This is an optimization exercise on Yosys and OpenROAD, whose aim is small area, not a production implementation.
The RTL was checked by simulation tests, not by an equivalence proof against the original design.
No activity file was given, so power comes from the tool's default toggle rates. The clock port is modelled as an ideal driver; clocking choices that lean on that would not hold on a real chip.

== cedar ==
## afi_phy_top
module afi_phy_top
(
	input logic pll_afi_clk,
	input logic reset,
	input logic [afi_phy_pkg::AFI_CMD_W-1:0] afi_cmd,
	input logic [afi_phy_pkg::AFI_WR_W-1:0] afi_wr,
	input logic [8-1:0] paddr,
	input logic psel,
	input logic penable,
	input logic pwrite,
	input logic [32-1:0] pwdata,
	output logic [32-1:0] prdata,
	output logic pready,
	output logic pslverr,
	output logic [afi_phy_pkg::MEM_BUS_W-1:0] mem,
	output logic mem_ck_en,
	output logic [8-1:0] calib_skip_steps
);
==> flow/config.mk <==
export PLATFORM = sky130hd
export DESIGN_NAME = afi_phy_top
export DESIGN_NICKNAME = afi_phy_top
export VERILOG_FILES = /design/flow/design.v
export SDC_FILE = /design/flow/constraint.sdc
export NUM_CORES = 4
export LEC_CHECK = 0
export CAP_MARGIN = 0
export CORE_MARGIN = 2
export CORE_UTILIZATION = 70
export CTS_CLUSTER_DIAMETER = 80
export CTS_CLUSTER_SIZE = 35
export SLEW_MARGIN = 0
export SYNTH_HIERARCHICAL = 1
export SYNTH_MINIMUM_KEEP_SIZE = 0
==> flow/constraint.sdc <==
create_clock -name core_clock -period 5.0 [get_ports {pll_afi_clk}]
set_input_delay 1.0000 -clock core_clock [delete_from_list [all_inputs] [get_ports {pll_afi_clk}]]
set_output_delay 1.0000 -clock core_clock [all_outputs]
set_load 0.01 [all_outputs]
standard.sh (not shown) runs the stock make flow with config.mk's settings and CLKGATE_MAP_FILE= SYNTH_SCRIPT=/design/flow/synth_recipe.tcl, a recipe that flattens the netlist after the stock synthesis.
==> flow/flow/run.sh <==
#!/bin/bash
# Standard ORFS layout, with the port buffers made of the smallest buffer
# cell instead of the one buffer_ports picks by default.
set -euo pipefail
bash standard.sh "BUFFER_PORTS_ARGS=-buffer_cell sky130_fd_sc_hd__buf_1" "CTS_ARGS=-sink_clustering_enable -repair_clock_nets -sink_clustering_size 40 -sink_clustering_max_diameter 50 -dont_use_dummy_load -root_buf sky130_fd_sc_hd__clkbuf_8 -tree_buf sky130_fd_sc_hd__clkbuf_8" finish > standard_make.log 2>&1
Changes in tundra relative to cedar:
==> flow/flow/run.sh <==
#!/bin/bash
# Standard ORFS layout, with the port buffers made of the smallest buffer
# cell instead of the one buffer_ports picks by default.
set -euo pipefail
bash standard.sh "BUFFER_PORTS_ARGS=-buffer_cell sky130_fd_sc_hd__buf_1" "CTS_ARGS=-sink_clustering_enable -repair_clock_nets -sink_clustering_size 20 -sink_clustering_max_diameter 60 -dont_use_dummy_load -buf_list sky130_fd_sc_hd__clkbuf_8 -root_buf sky130_fd_sc_hd__clkbuf_8" finish > standard_make.log 2>&1
-- flow/config.mk --
<<< cedar, line 9
export CORE_MARGIN = 2
export CORE_UTILIZATION = 70
export CTS_CLUSTER_DIAMETER = 80
export CTS_CLUSTER_SIZE = 35
export SLEW_MARGIN = 0
export SYNTH_HIERARCHICAL = 1
>>> tundra, line 9
export CORE_MARGIN = 2
export CORE_UTILIZATION = 70
export SLEW_MARGIN = 0
export SYNTH_HIERARCHICAL = 1
## What came out
- tundra: full flow OK, the timing, DRC and antenna checks passed
- Comparing cedar against tundra, there is no change at all in total CTS buffers.
- cedar → tundra: worst setup slack closely matched the old numbers; peak supply drop increased by about 11% relative to the old numbers.
- tundra — total power 0.63 mW lower, cedar as reference
- tundra: share of the final layout cell area in multi-input gates higher than cedar
- Sort cedar and tundra by wire length of the first global-routing pass asc -> top: tundra
- From cedar to tundra, distinct cell type count after synthesis did not move at all.
- tundra against cedar: part of the cycle the worst path needs did not really move; tightest hold margin higher; sequential share of layout area saw an increase.
- tundra vs cedar on final standard cell area without fillers: tundra is the lower one.
Input-level comparison between indigo and tundra:
==> flow/flow/run.sh <==
#!/bin/bash
# Standard ORFS layout, with the port buffers made of the smallest buffer
# cell instead of the one buffer_ports picks by default.
set -euo pipefail
bash standard.sh "BUFFER_PORTS_ARGS=-buffer_cell sky130_fd_sc_hd__buf_1" "CTS_ARGS=-sink_clustering_enable -repair_clock_nets -sink_clustering_size 35 -sink_clustering_max_diameter 80 -dont_use_dummy_load -root_buf sky130_fd_sc_hd__clkbuf_8 -tree_buf sky130_fd_sc_hd__clkbuf_8" finish > standard_make.log 2>&1
-- flow/config.mk --
<<< tundra, line 9
export CORE_MARGIN = 2
export CORE_UTILIZATION = 70
export SLEW_MARGIN = 0
export SYNTH_HIERARCHICAL = 1
>>> indigo, line 9
export CORE_MARGIN = 2
export CORE_UTILIZATION = 70
export CTS_CLUSTER_DIAMETER = 80
export CTS_CLUSTER_SIZE = 35
export SLEW_MARGIN = 0
export SYNTH_HIERARCHICAL = 1
Results
[compare] base=tundra new=indigo: clock-buffer cell count moved down; net switching share of the total power moved down; worst hold-check slack moved down; proportion of cell area occupied by registers level; number of standard cells in the layout, taps in and fillers out moved down.
Against tundra, indigo reports a number of fill cells that is lower.
Insertion delay to the later sink of the worst-skew pair was higher in the run labelled indigo.
met1 track utilization from global routing across indigo and tundra: no real change.
indigo against tundra: power held steady; final clock period utilization by the worst path shrank by 0.18 points.
On final area, tundra tracks indigo almost exactly.
#### Input delta (lagoon over indigo)
==> flow/run.sh (new file) <==
#!/bin/bash
# synth_recipe.tcl (not shown) runs the flow's synth.tcl, then flattens the netlist and writes it again
# the make line also repeats each setting of config.mk as NAME=value (left out here)
make -C /OpenROAD-flow-scripts/flow DESIGN_CONFIG=/design/flow/config.mk WORK_HOME=/design/flow/orfs CLKGATE_MAP_FILE= SYNTH_SCRIPT=/design/flow/synth_recipe.tcl finish
removed: flow/flow/run.sh
removed: flow/standard.sh
[summary]
- The lower part of the cycle the worst path needs of indigo and lagoon is in indigo.
- Looking at post-placement worst setup slack, lagoon sits 0.76 ns below indigo.
- On power, indigo beats lagoon.
- Relative to indigo, area growth from synthesis to final layout increased by 7.4 points in lagoon.
- Looking at number of antenna violations at the first check in global routing across indigo and lagoon, the one that comes out lower is indigo.
- Per the comparison of lagoon with indigo, met3 routed wirelength up about 15%, detailed-route wire length went up 6.6%.
- Data arrival time of the critical path on lagoon is up relative to indigo.
- lagoon against indigo: cell area went up by about 7%, proportion of power drawn by combinational gates went up by 0.8 points.

-- afterwards: timing with drivers on the ports --
The flow's constraints put no driver on any port. The routed layouts listed below were extracted and timed again, unchanged, in two steps.
Step 1 (the two cells are an assumption about what drives the block):
set clk [get_ports {pll_afi_clk}]
set_driving_cell -lib_cell sky130_fd_sc_hd__clkbuf_16 $clk
set_driving_cell -lib_cell sky130_fd_sc_hd__buf_2 [delete_from_list [all_inputs] $clk]
Step 2, shift: input delay + t, output delay - t, t = (earliest + latest rising clock arrival at the registers) / 2. This alone moves slack from input paths to output paths.
Slacks: no drivers / after step 1 / after step 2; pairs: no drivers / after step 1.
run | t (ns) | slack for setup (ns) | hold slack, ns | slew at the worst register clock pin (ns) | worst data-port slew with drivers (ns)
cedar | 0.613 | 1.885 / 1.864 / 1.829 | 0.305 / 0.305 / 0.305 | 0.11 / 0.11 | 0.07
tundra | 0.576 | 1.885 / 1.863 / 1.832 | 0.328 / 0.328 / 0.328 | 0.11 / 0.11 | 0.07
indigo | 0.647 | 1.894 / 1.872 / 1.826 | 0.319 / 0.319 / 0.319 | 0.12 / 0.12 | 0.07
lagoon | 0.590 | 1.129 / 1.090 / 1.090 | 0.325 / 0.325 / 0.325 | 0.12 / 0.12 | 0.07
After both steps every run listed still meets setup and hold. For indigo, which loses most, drivers alone change the setup slack by -0.022 ns; drivers and shift together by -0.068 ns.
